Source: an optimization exercise on an open RTL-to-GDS flow (aim: small area and a short achievable clock period). Production flows keep margins and buffers that such runs may drop. In this exercise RTL edits were held to simulation tests only and were not proved equivalent to the original. Power figures rest on the tool's default switching activity, not on a simulated workload.

==> run a: inputs <==
// ex_stage
module ex_stage
(
  input  logic             i_clk,
  input  logic             i_reset,
  input  logic             i_valid,          
  input  ex_pkg::alu_op_e  i_alu_op,
  input  logic [2:0]       i_funct3,
  input  logic             i_funct7b,
  input  ex_pkg::word_t    i_a,
  input  ex_pkg::word_t    i_b,
  input  ex_pkg::word_t    i_imm,
  input  ex_pkg::word_t    i_pc,
  input  ex_pkg::reg_idx_t i_rd,
  input  logic             i_reg_write,
  input  logic             i_mem_read,
  input  logic             i_mem_write,
  input  logic             i_mem_to_reg,
  output logic             o_valid,
  output ex_pkg::word_t    o_result,
  output ex_pkg::word_t    o_store_data,
  output ex_pkg::byte_en_t o_byte_en,
  output ex_pkg::reg_idx_t o_rd,
  output logic             o_reg_write,
  output logic             o_mem_read,
  output logic             o_mem_write,
  output logic             o_mem_to_reg,
  output logic             o_redirect,
  output ex_pkg::word_t    o_redirect_pc
);
==> module alu_core, before the edit <==
module alu_core
(
  input  ex_pkg::alu_op_e i_alu_op,           
  input  logic [2:0]      i_funct3,
  input  logic            i_funct7b,          
  input  ex_pkg::word_t   i_a,
  input  ex_pkg::word_t   i_b,
  input  ex_pkg::word_t   i_imm,              
  input  ex_pkg::word_t   i_pc,
  input  logic            i_lt_s,             
  input  logic            i_lt_u,             
  output ex_pkg::word_t   o_result_base,      
  output logic            o_slt,              
  output ex_pkg::word_t   o_target            
);
  logic          is_ri;                       
  logic          is_reg;
  logic          use_pc;                      
  logic          use_a;                       
  logic          link_sel;                    
  logic          is_jalr;
  logic          sub;
  ex_pkg::word_t op_x;
  ex_pkg::word_t op_y;                        
  ex_pkg::word_t op_yx;                       
  ex_pkg::word_t sum;
  logic          sel_sum;
  logic          shl;
  logic          sra;
  ex_pkg::word_t sh_in;
  ex_pkg::word_t sh_out;
  ex_pkg::word_t sh_left;
  ex_pkg::word_t alu;
  ex_pkg::word_t link;
  logic [4:0]    shamt;
  assign is_ri    = (i_alu_op == ex_pkg::OP_REG) || (i_alu_op == ex_pkg::OP_IMM);
  assign is_reg   = (i_alu_op == ex_pkg::OP_REG);
  assign use_pc   = (i_alu_op == ex_pkg::OP_BRANCH) || (i_alu_op == ex_pkg::OP_AUIPC) ||
                    (i_alu_op == ex_pkg::OP_JAL);
  assign use_a    = (i_alu_op == ex_pkg::OP_MEM) || is_ri || (i_alu_op == ex_pkg::OP_JALR);
  assign link_sel = (i_alu_op == ex_pkg::OP_JAL) || (i_alu_op == ex_pkg::OP_JALR);
  assign is_jalr  = (i_alu_op == ex_pkg::OP_JALR);
  assign sub = is_reg && (i_funct3 == 3'd0) && i_funct7b;
  assign op_x  = ({32{use_pc}} & i_pc) | ({32{use_a}} & i_a);
  assign op_y  = is_reg ? i_b : i_imm;
  assign op_yx = op_y ^ {32{sub}};
  logic [31:0] pg_p;
  logic [31:0] pg_g;
  logic [31:0] pp [0:5];
  logic [31:0] gg [0:5];
  logic [32:0] carry;
  assign pg_p = op_x ^ op_yx;
  assign pg_g = op_x & op_yx;
  always_comb
  begin
    pp[0] = pg_p;
    gg[0] = pg_g;
    gg[0][0] = pg_g[0] | (pg_p[0] & sub);
    for (int l = 0; l < 5; l++)
    begin
      for (int i = 0; i < 32; i++)
      begin
        if (((i >> l) & 1) == 1)
        begin
          gg[l+1][i] = gg[l][i] | (pp[l][i] & gg[l][((i >> l) << l) - 1]);
          pp[l+1][i] = pp[l][i] & pp[l][((i >> l) << l) - 1];
        end
        else
        begin
          gg[l+1][i] = gg[l][i];
          pp[l+1][i] = pp[l][i];
        end
      end
    end
  end
  assign carry = {gg[5], sub};
  assign sum   = pg_p ^ carry[31:0];
  assign shamt = op_y[4:0];
  assign shl   = !i_funct3[2];
  assign sra   = i_funct7b && !shl;
  always_comb
  begin
    for (int i = 0; i < 32; i++)
      sh_in[i] = shl ? i_a[31-i] : i_a[i];
  end
  assign sh_out = $signed({sra && i_a[31], sh_in}) >>> shamt;
  always_comb
  begin
    for (int i = 0; i < 32; i++)
      sh_left[i] = sh_out[31-i];
  end
  assign sel_sum = !is_ri || (i_funct3 == 3'd0);
  always_comb
  begin
    alu = '0;
    if (i_alu_op == ex_pkg::OP_BRANCH)
      alu = '0;
    else if (sel_sum)
      alu = sum;
    else
    begin
      case (i_funct3)
        3'd1: alu = sh_left;
        3'd4: alu = op_x ^ op_yx;
        3'd5: alu = sh_out;
        3'd6: alu = op_x | op_yx;
        3'd7: alu = op_x & op_yx;
        default: alu = '0;                    
      endcase
    end
  end
  assign link          = {i_pc[31:2] + 30'd1, i_pc[1:0]};
  assign o_result_base = link_sel ? link : alu;
  assign o_slt         = is_ri && (i_funct3[2:1] == 2'b01) && (i_funct3[0] ? i_lt_u : i_lt_s);
  assign o_target      = {sum[31:1], sum[0] && !is_jalr};
endmodule
export LEC_CHECK = 0
export CAP_MARGIN = 20
export CORE_MARGIN = 2
export CORE_UTILIZATION = 40
export GPL_TIMING_DRIVEN = 0
export SETUP_SLACK_MARGIN = 0.15
export SLEW_MARGIN = 20
create_clock -name core_clock -period 5.0 [get_ports {i_clk}]
standard.sh (not shown) runs the stock make flow with config.mk's settings and CLKGATE_MAP_FILE= SYNTH_SCRIPT=/design/flow/synth_recipe.tcl, a recipe that flattens the netlist after the stock synthesis.
==> flow/flow/run.sh <==
#!/bin/bash
# The standard layout, with single-drive buffers on the ports instead of
# the resizer's default pick (a delay cell)
set -euo pipefail
export BUFFER_PORTS_ARGS="-buffer_cell sky130_fd_sc_hd__buf_1"
bash standard.sh > standard.log 2>&1
==> run b: changes against run a <==
--- a/flow/design.v
+++ b/flow/design.v
@@ -50,11 +50,17 @@
   logic          link_sel;                    
   logic          is_jalr;
   logic          sub;
+  logic          b_inv;                       
   ex_pkg::word_t op_x;
   ex_pkg::word_t op_y;                        
   ex_pkg::word_t op_yx;                       
   ex_pkg::word_t sum;
   logic          sel_sum;
+  logic          cy_en;                       
+  logic          use_p;
+  logic          use_g;
+  logic          use_sll;
+  logic          use_srl;
   logic          shl;
   logic          sra;
   ex_pkg::word_t sh_in;
@@ -70,10 +76,11 @@
   assign use_a    = (i_alu_op == ex_pkg::OP_MEM) || is_ri || (i_alu_op == ex_pkg::OP_JALR);
   assign link_sel = (i_alu_op == ex_pkg::OP_JAL) || (i_alu_op == ex_pkg::OP_JALR);
   assign is_jalr  = (i_alu_op == ex_pkg::OP_JALR);
-  assign sub = is_reg && (i_funct3 == 3'd0) && i_funct7b;
+  assign sub = is_reg && b_inv;
   assign op_x  = ({32{use_pc}} & i_pc) | ({32{use_a}} & i_a);
+  assign b_inv = (i_funct3 == 3'd0) && i_funct7b;
   assign op_y  = is_reg ? i_b : i_imm;
-  assign op_yx = op_y ^ {32{sub}};
+  assign op_yx = is_reg ? (i_b ^ {32{b_inv}}) : i_imm;
   logic [31:0] pg_p;
   logic [31:0] pg_g;
   logic [31:0] pp [0:5];
@@ -81,11 +88,12 @@
   logic [32:0] carry;
   assign pg_p = op_x ^ op_yx;
   assign pg_g = op_x & op_yx;
+  assign cy_en = !(is_ri && i_funct3[2]);
   always_comb
   begin
     pp[0] = pg_p;
-    gg[0] = pg_g;
-    gg[0][0] = pg_g[0] | (pg_p[0] & sub);
+    gg[0] = pg_g & {32{cy_en}};
+    gg[0][0] = (pg_g[0] && cy_en) || (pg_p[0] && sub);
     for (int l = 0; l < 5; l++)
     begin
       for (int i = 0; i < 32; i++)
@@ -113,32 +121,32 @@
     for (int i = 0; i < 32; i++)
       sh_in[i] = shl ? i_a[31-i] : i_a[i];
   end
-  assign sh_out = $signed({sra && i_a[31], sh_in}) >>> shamt;
+  logic fill;
+  assign fill = sra && i_a[31];
   always_comb
   begin
-    for (int i = 0; i < 32; i++)
-      sh_left[i] = sh_out[31-i];
+    logic [31:0] v;
+    v = sh_in;
+    v = shamt[4] ? {{16{fill}}, v[31:16]} : v;
+    v = shamt[3] ? {{8{fill}}, v[31:8]} : v;
+    v = shamt[2] ? {{4{fill}}, v[31:4]} : v;
+    v = shamt[1] ? {{2{fill}}, v[31:2]} : v;
+    v = shamt[0] ? {{1{fill}}, v[31:1]} : v;
+    sh_out = v;
   end
-  assign sel_sum = !is_ri || (i_funct3 == 3'd0);
   always_comb
   begin
-    alu = '0;
-    if (i_alu_op == ex_pkg::OP_BRANCH)
-      alu = '0;
-    else if (sel_sum)
-      alu = sum;
-    else
-    begin
-      case (i_funct3)
-        3'd1: alu = sh_left;
-        3'd4: alu = op_x ^ op_yx;
-        3'd5: alu = sh_out;
-        3'd6: alu = op_x | op_yx;
-        3'd7: alu = op_x & op_yx;
-        default: alu = '0;                    
-      endcase
-    end
+    for (int i = 0; i < 32; i++)
+      sh_left[i] = sh_out[31-i];
   end
+  assign sel_sum = !is_ri || (i_funct3 == 3'd0);
+  assign use_p   = (i_alu_op != ex_pkg::OP_BRANCH) &&
+                   (sel_sum || (i_funct3 == 3'd4) || (i_funct3 == 3'd6));
+  assign use_g   = is_ri && (i_funct3[2:1] == 2'b11);
+  assign use_sll = is_ri && (i_funct3 == 3'd1);
+  assign use_srl = is_ri && (i_funct3 == 3'd5);
+  assign alu = ({32{use_p}} & sum) | ({32{use_g}} & pg_g) |
+               ({32{use_sll}} & sh_left) | ({32{use_srl}} & sh_out);
   assign link          = {i_pc[31:2] + 30'd1, i_pc[1:0]};
   assign o_result_base = link_sel ? link : alu;
   assign o_slt         = is_ri && (i_funct3[2:1] == 2'b01) && (i_funct3[0] ? i_lt_u : i_lt_s);
--- a/flow/config.mk
+++ b/flow/config.mk
@@ -7,7 +7,8 @@
 export LEC_CHECK = 0
 export CAP_MARGIN = 20
 export CORE_MARGIN = 2
-export CORE_UTILIZATION = 40
+export CORE_UTILIZATION = 60
 export GPL_TIMING_DRIVEN = 0
-export SETUP_SLACK_MARGIN = 0.15
+export PLACE_DENSITY = 0.75
+export SETUP_SLACK_MARGIN = 0.5
 export SLEW_MARGIN = 20
==> run c: changes against run a <==
--- a/flow/design.v
+++ b/flow/design.v
@@ -50,11 +50,17 @@
   logic          link_sel;                    
   logic          is_jalr;
   logic          sub;
+  logic          b_inv;                       
   ex_pkg::word_t op_x;
   ex_pkg::word_t op_y;                        
   ex_pkg::word_t op_yx;                       
   ex_pkg::word_t sum;
   logic          sel_sum;
+  logic          cy_en;                       
+  logic          use_p;
+  logic          use_g;
+  logic          use_sll;
+  logic          use_srl;
   logic          shl;
   logic          sra;
   ex_pkg::word_t sh_in;
@@ -70,10 +76,11 @@
   assign use_a    = (i_alu_op == ex_pkg::OP_MEM) || is_ri || (i_alu_op == ex_pkg::OP_JALR);
   assign link_sel = (i_alu_op == ex_pkg::OP_JAL) || (i_alu_op == ex_pkg::OP_JALR);
   assign is_jalr  = (i_alu_op == ex_pkg::OP_JALR);
-  assign sub = is_reg && (i_funct3 == 3'd0) && i_funct7b;
+  assign sub = is_reg && b_inv;
   assign op_x  = ({32{use_pc}} & i_pc) | ({32{use_a}} & i_a);
+  assign b_inv = (i_funct3 == 3'd0) && i_funct7b;
   assign op_y  = is_reg ? i_b : i_imm;
-  assign op_yx = op_y ^ {32{sub}};
+  assign op_yx = is_reg ? (i_b ^ {32{b_inv}}) : i_imm;
   logic [31:0] pg_p;
   logic [31:0] pg_g;
   logic [31:0] pp [0:5];
@@ -81,11 +88,12 @@
   logic [32:0] carry;
   assign pg_p = op_x ^ op_yx;
   assign pg_g = op_x & op_yx;
+  assign cy_en = !(is_ri && i_funct3[2]);
   always_comb
   begin
     pp[0] = pg_p;
-    gg[0] = pg_g;
-    gg[0][0] = pg_g[0] | (pg_p[0] & sub);
+    gg[0] = pg_g & {32{cy_en}};
+    gg[0][0] = (pg_g[0] && cy_en) || (pg_p[0] && sub);
     for (int l = 0; l < 5; l++)
     begin
       for (int i = 0; i < 32; i++)
@@ -113,32 +121,32 @@
     for (int i = 0; i < 32; i++)
       sh_in[i] = shl ? i_a[31-i] : i_a[i];
   end
-  assign sh_out = $signed({sra && i_a[31], sh_in}) >>> shamt;
+  logic fill;
+  assign fill = sra && i_a[31];
   always_comb
   begin
-    for (int i = 0; i < 32; i++)
-      sh_left[i] = sh_out[31-i];
+    logic [31:0] v;
+    v = sh_in;
+    v = shamt[4] ? {{16{fill}}, v[31:16]} : v;
+    v = shamt[3] ? {{8{fill}}, v[31:8]} : v;
+    v = shamt[2] ? {{4{fill}}, v[31:4]} : v;
+    v = shamt[1] ? {{2{fill}}, v[31:2]} : v;
+    v = shamt[0] ? {{1{fill}}, v[31:1]} : v;
+    sh_out = v;
   end
-  assign sel_sum = !is_ri || (i_funct3 == 3'd0);
   always_comb
   begin
-    alu = '0;
-    if (i_alu_op == ex_pkg::OP_BRANCH)
-      alu = '0;
-    else if (sel_sum)
-      alu = sum;
-    else
-    begin
-      case (i_funct3)
-        3'd1: alu = sh_left;
-        3'd4: alu = op_x ^ op_yx;
-        3'd5: alu = sh_out;
-        3'd6: alu = op_x | op_yx;
-        3'd7: alu = op_x & op_yx;
-        default: alu = '0;                    
-      endcase
-    end
+    for (int i = 0; i < 32; i++)
+      sh_left[i] = sh_out[31-i];
   end
+  assign sel_sum = !is_ri || (i_funct3 == 3'd0);
+  assign use_p   = (i_alu_op != ex_pkg::OP_BRANCH) &&
+                   (sel_sum || (i_funct3 == 3'd4) || (i_funct3 == 3'd6));
+  assign use_g   = is_ri && (i_funct3[2:1] == 2'b11);
+  assign use_sll = is_ri && (i_funct3 == 3'd1);
+  assign use_srl = is_ri && (i_funct3 == 3'd5);
+  assign alu = ({32{use_p}} & sum) | ({32{use_g}} & pg_g) |
+               ({32{use_sll}} & sh_left) | ({32{use_srl}} & sh_out);
   assign link          = {i_pc[31:2] + 30'd1, i_pc[1:0]};
   assign o_result_base = link_sel ? link : alu;
   assign o_slt         = is_ri && (i_funct3[2:1] == 2'b01) && (i_funct3[0] ? i_lt_u : i_lt_s);
==> flow/flow/run.sh (replaced) <==
#!/bin/bash
# The standard layout, with single-drive buffers on the ports instead of
# the resizer's default pick (a delay cell); timing repair aims for 0.5 ns of
# setup slack up to clock tree synthesis and only fixes violations after routing
set -euo pipefail
export BUFFER_PORTS_ARGS="-buffer_cell sky130_fd_sc_hd__buf_1"
SETUP_SLACK_MARGIN=0.5 bash standard.sh cts > standard_cts.log 2>&1
SETUP_SLACK_MARGIN=0 bash standard.sh > standard_finish.log 2>&1
--- a/flow/config.mk
+++ b/flow/config.mk
@@ -7,7 +7,7 @@
 export LEC_CHECK = 0
 export CAP_MARGIN = 20
 export CORE_MARGIN = 2
-export CORE_UTILIZATION = 40
+export CORE_UTILIZATION = 60
 export GPL_TIMING_DRIVEN = 0
-export SETUP_SLACK_MARGIN = 0.15
+export PLACE_DENSITY = 0.75
 export SLEW_MARGIN = 20
==> run d: changes against run a <==
--- a/flow/design.v
+++ b/flow/design.v
@@ -50,11 +50,17 @@
   logic          link_sel;                    
   logic          is_jalr;
   logic          sub;
+  logic          b_inv;                       
   ex_pkg::word_t op_x;
   ex_pkg::word_t op_y;                        
   ex_pkg::word_t op_yx;                       
   ex_pkg::word_t sum;
   logic          sel_sum;
+  logic          cy_en;                       
+  logic          use_p;
+  logic          use_g;
+  logic          use_sll;
+  logic          use_srl;
   logic          shl;
   logic          sra;
   ex_pkg::word_t sh_in;
@@ -70,10 +76,11 @@
   assign use_a    = (i_alu_op == ex_pkg::OP_MEM) || is_ri || (i_alu_op == ex_pkg::OP_JALR);
   assign link_sel = (i_alu_op == ex_pkg::OP_JAL) || (i_alu_op == ex_pkg::OP_JALR);
   assign is_jalr  = (i_alu_op == ex_pkg::OP_JALR);
-  assign sub = is_reg && (i_funct3 == 3'd0) && i_funct7b;
+  assign sub = is_reg && b_inv;
   assign op_x  = ({32{use_pc}} & i_pc) | ({32{use_a}} & i_a);
+  assign b_inv = (i_funct3 == 3'd0) && i_funct7b;
   assign op_y  = is_reg ? i_b : i_imm;
-  assign op_yx = op_y ^ {32{sub}};
+  assign op_yx = is_reg ? (i_b ^ {32{b_inv}}) : i_imm;
   logic [31:0] pg_p;
   logic [31:0] pg_g;
   logic [31:0] pp [0:5];
@@ -81,11 +88,12 @@
   logic [32:0] carry;
   assign pg_p = op_x ^ op_yx;
   assign pg_g = op_x & op_yx;
+  assign cy_en = !(is_ri && i_funct3[2]);
   always_comb
   begin
     pp[0] = pg_p;
-    gg[0] = pg_g;
-    gg[0][0] = pg_g[0] | (pg_p[0] & sub);
+    gg[0] = pg_g & {32{cy_en}};
+    gg[0][0] = (pg_g[0] && cy_en) || (pg_p[0] && sub);
     for (int l = 0; l < 5; l++)
     begin
       for (int i = 0; i < 32; i++)
@@ -113,32 +121,32 @@
     for (int i = 0; i < 32; i++)
       sh_in[i] = shl ? i_a[31-i] : i_a[i];
   end
-  assign sh_out = $signed({sra && i_a[31], sh_in}) >>> shamt;
+  logic fill;
+  assign fill = sra && i_a[31];
   always_comb
   begin
-    for (int i = 0; i < 32; i++)
-      sh_left[i] = sh_out[31-i];
+    logic [31:0] v;
+    v = sh_in;
+    v = shamt[4] ? {{16{fill}}, v[31:16]} : v;
+    v = shamt[3] ? {{8{fill}}, v[31:8]} : v;
+    v = shamt[2] ? {{4{fill}}, v[31:4]} : v;
+    v = shamt[1] ? {{2{fill}}, v[31:2]} : v;
+    v = shamt[0] ? {{1{fill}}, v[31:1]} : v;
+    sh_out = v;
   end
-  assign sel_sum = !is_ri || (i_funct3 == 3'd0);
   always_comb
   begin
-    alu = '0;
-    if (i_alu_op == ex_pkg::OP_BRANCH)
-      alu = '0;
-    else if (sel_sum)
-      alu = sum;
-    else
-    begin
-      case (i_funct3)
-        3'd1: alu = sh_left;
-        3'd4: alu = op_x ^ op_yx;
-        3'd5: alu = sh_out;
-        3'd6: alu = op_x | op_yx;
-        3'd7: alu = op_x & op_yx;
-        default: alu = '0;                    
-      endcase
-    end
+    for (int i = 0; i < 32; i++)
+      sh_left[i] = sh_out[31-i];
   end
+  assign sel_sum = !is_ri || (i_funct3 == 3'd0);
+  assign use_p   = (i_alu_op != ex_pkg::OP_BRANCH) &&
+                   (sel_sum || (i_funct3 == 3'd4) || (i_funct3 == 3'd6));
+  assign use_g   = is_ri && (i_funct3[2:1] == 2'b11);
+  assign use_sll = is_ri && (i_funct3 == 3'd1);
+  assign use_srl = is_ri && (i_funct3 == 3'd5);
+  assign alu = ({32{use_p}} & sum) | ({32{use_g}} & pg_g) |
+               ({32{use_sll}} & sh_left) | ({32{use_srl}} & sh_out);
   assign link          = {i_pc[31:2] + 30'd1, i_pc[1:0]};
   assign o_result_base = link_sel ? link : alu;
   assign o_slt         = is_ri && (i_funct3[2:1] == 2'b01) && (i_funct3[0] ? i_lt_u : i_lt_s);
--- a/flow/config.mk
+++ b/flow/config.mk
@@ -7,7 +7,7 @@
 export LEC_CHECK = 0
 export CAP_MARGIN = 20
 export CORE_MARGIN = 2
-export CORE_UTILIZATION = 40
-export GPL_TIMING_DRIVEN = 0
-export SETUP_SLACK_MARGIN = 0.15
+export CORE_UTILIZATION = 60
+export PLACE_DENSITY = 0.75
+export SETUP_SLACK_MARGIN = 0.6
 export SLEW_MARGIN = 20
==> notes.md <==
Run c produced a clean layout. Run b completed without violations. Run d ran to the end with no violations. Run a ran to the end with no violations.
Worst setup slack, lowest first: run a, run c, run b, run d.
Global-route usage is the same in run c and run b.
Synthesized cell count is the same in run c and run d.
Between run b and run c, the lower cell count is in run c (gap about 0.8%, measured against run c).
The highest power belongs to run a, the lowest to run d.
==> figures <==
quantity	run b	run a	run c	run d
Worst slack after detailed placement	-0.706 ns	-2.17 ns	-0.706 ns	0.220 ns
End-of-flow core utilization	74.3%	48.5%	72.8%	72.0%
Sum of net half-perimeters after detailed placement	36.3 mm	47.2 mm	36.3 mm	33.9 mm
Count of standard-cell rows	48	62	48	48
Grt met1 use	61.5%	51.2%	61.5%	58.1%
Die Outline Area	18700 µm²	30600 µm²	18700 µm²	18700 µm²
Met2 routed wirelength	18.9 mm	24.7 mm	18.6 mm	18.8 mm
Area share of and/or/nand/nor cells after synthesis	16.2%	14.8%	16.2%	16.2%
Non-CTS inverters	55	116	55	55
Met3 demand-to-capacity share in global routing	16.6%	6.38%	16.6%	13.6%
Status	complete, no violations	complete, no violations	complete, no violations	complete, no violations
Worst Path Buf+Inv	6	4	5	2

## static timing again, ports no longer ideal
No port has a modelled driver above. Below, the same layouts with a new extraction and two added sets of constraints.
Step 1 (the two cells are an assumption about what drives the block):
set clk [get_ports {i_clk}]
set_driving_cell -lib_cell sky130_fd_sc_hd__clkbuf_16 $clk
set_driving_cell -lib_cell sky130_fd_sc_hd__buf_2 [delete_from_list [all_inputs] $clk]
Step 2 times the ports against the registers' clock, not the clock port: input delays grow and output delays shrink by t, the midpoint of the rising clock arrivals with the driver on.
Three values: ideal ports, drivers, drivers and shift; two values: the first two.
run	t (ns)	slack for setup (ns)	worst register clock-pin slew, ns
run a	0.423	0.154 / 0.178 / -0.245	0.09 / 0.09
run b	0.410	0.472 / 0.493 / 0.083	0.09 / 0.09
run c	0.413	0.282 / 0.308 / -0.106	0.09 / 0.09
run d	0.406	0.626 / 0.646 / 0.240	0.08 / 0.08
With both steps, setup timing fails in run a and run c, where it was met with ideal ports. The setup slack of run a, which loses most, moves by +0.024 ns with the drivers and by -0.399 ns with both steps.
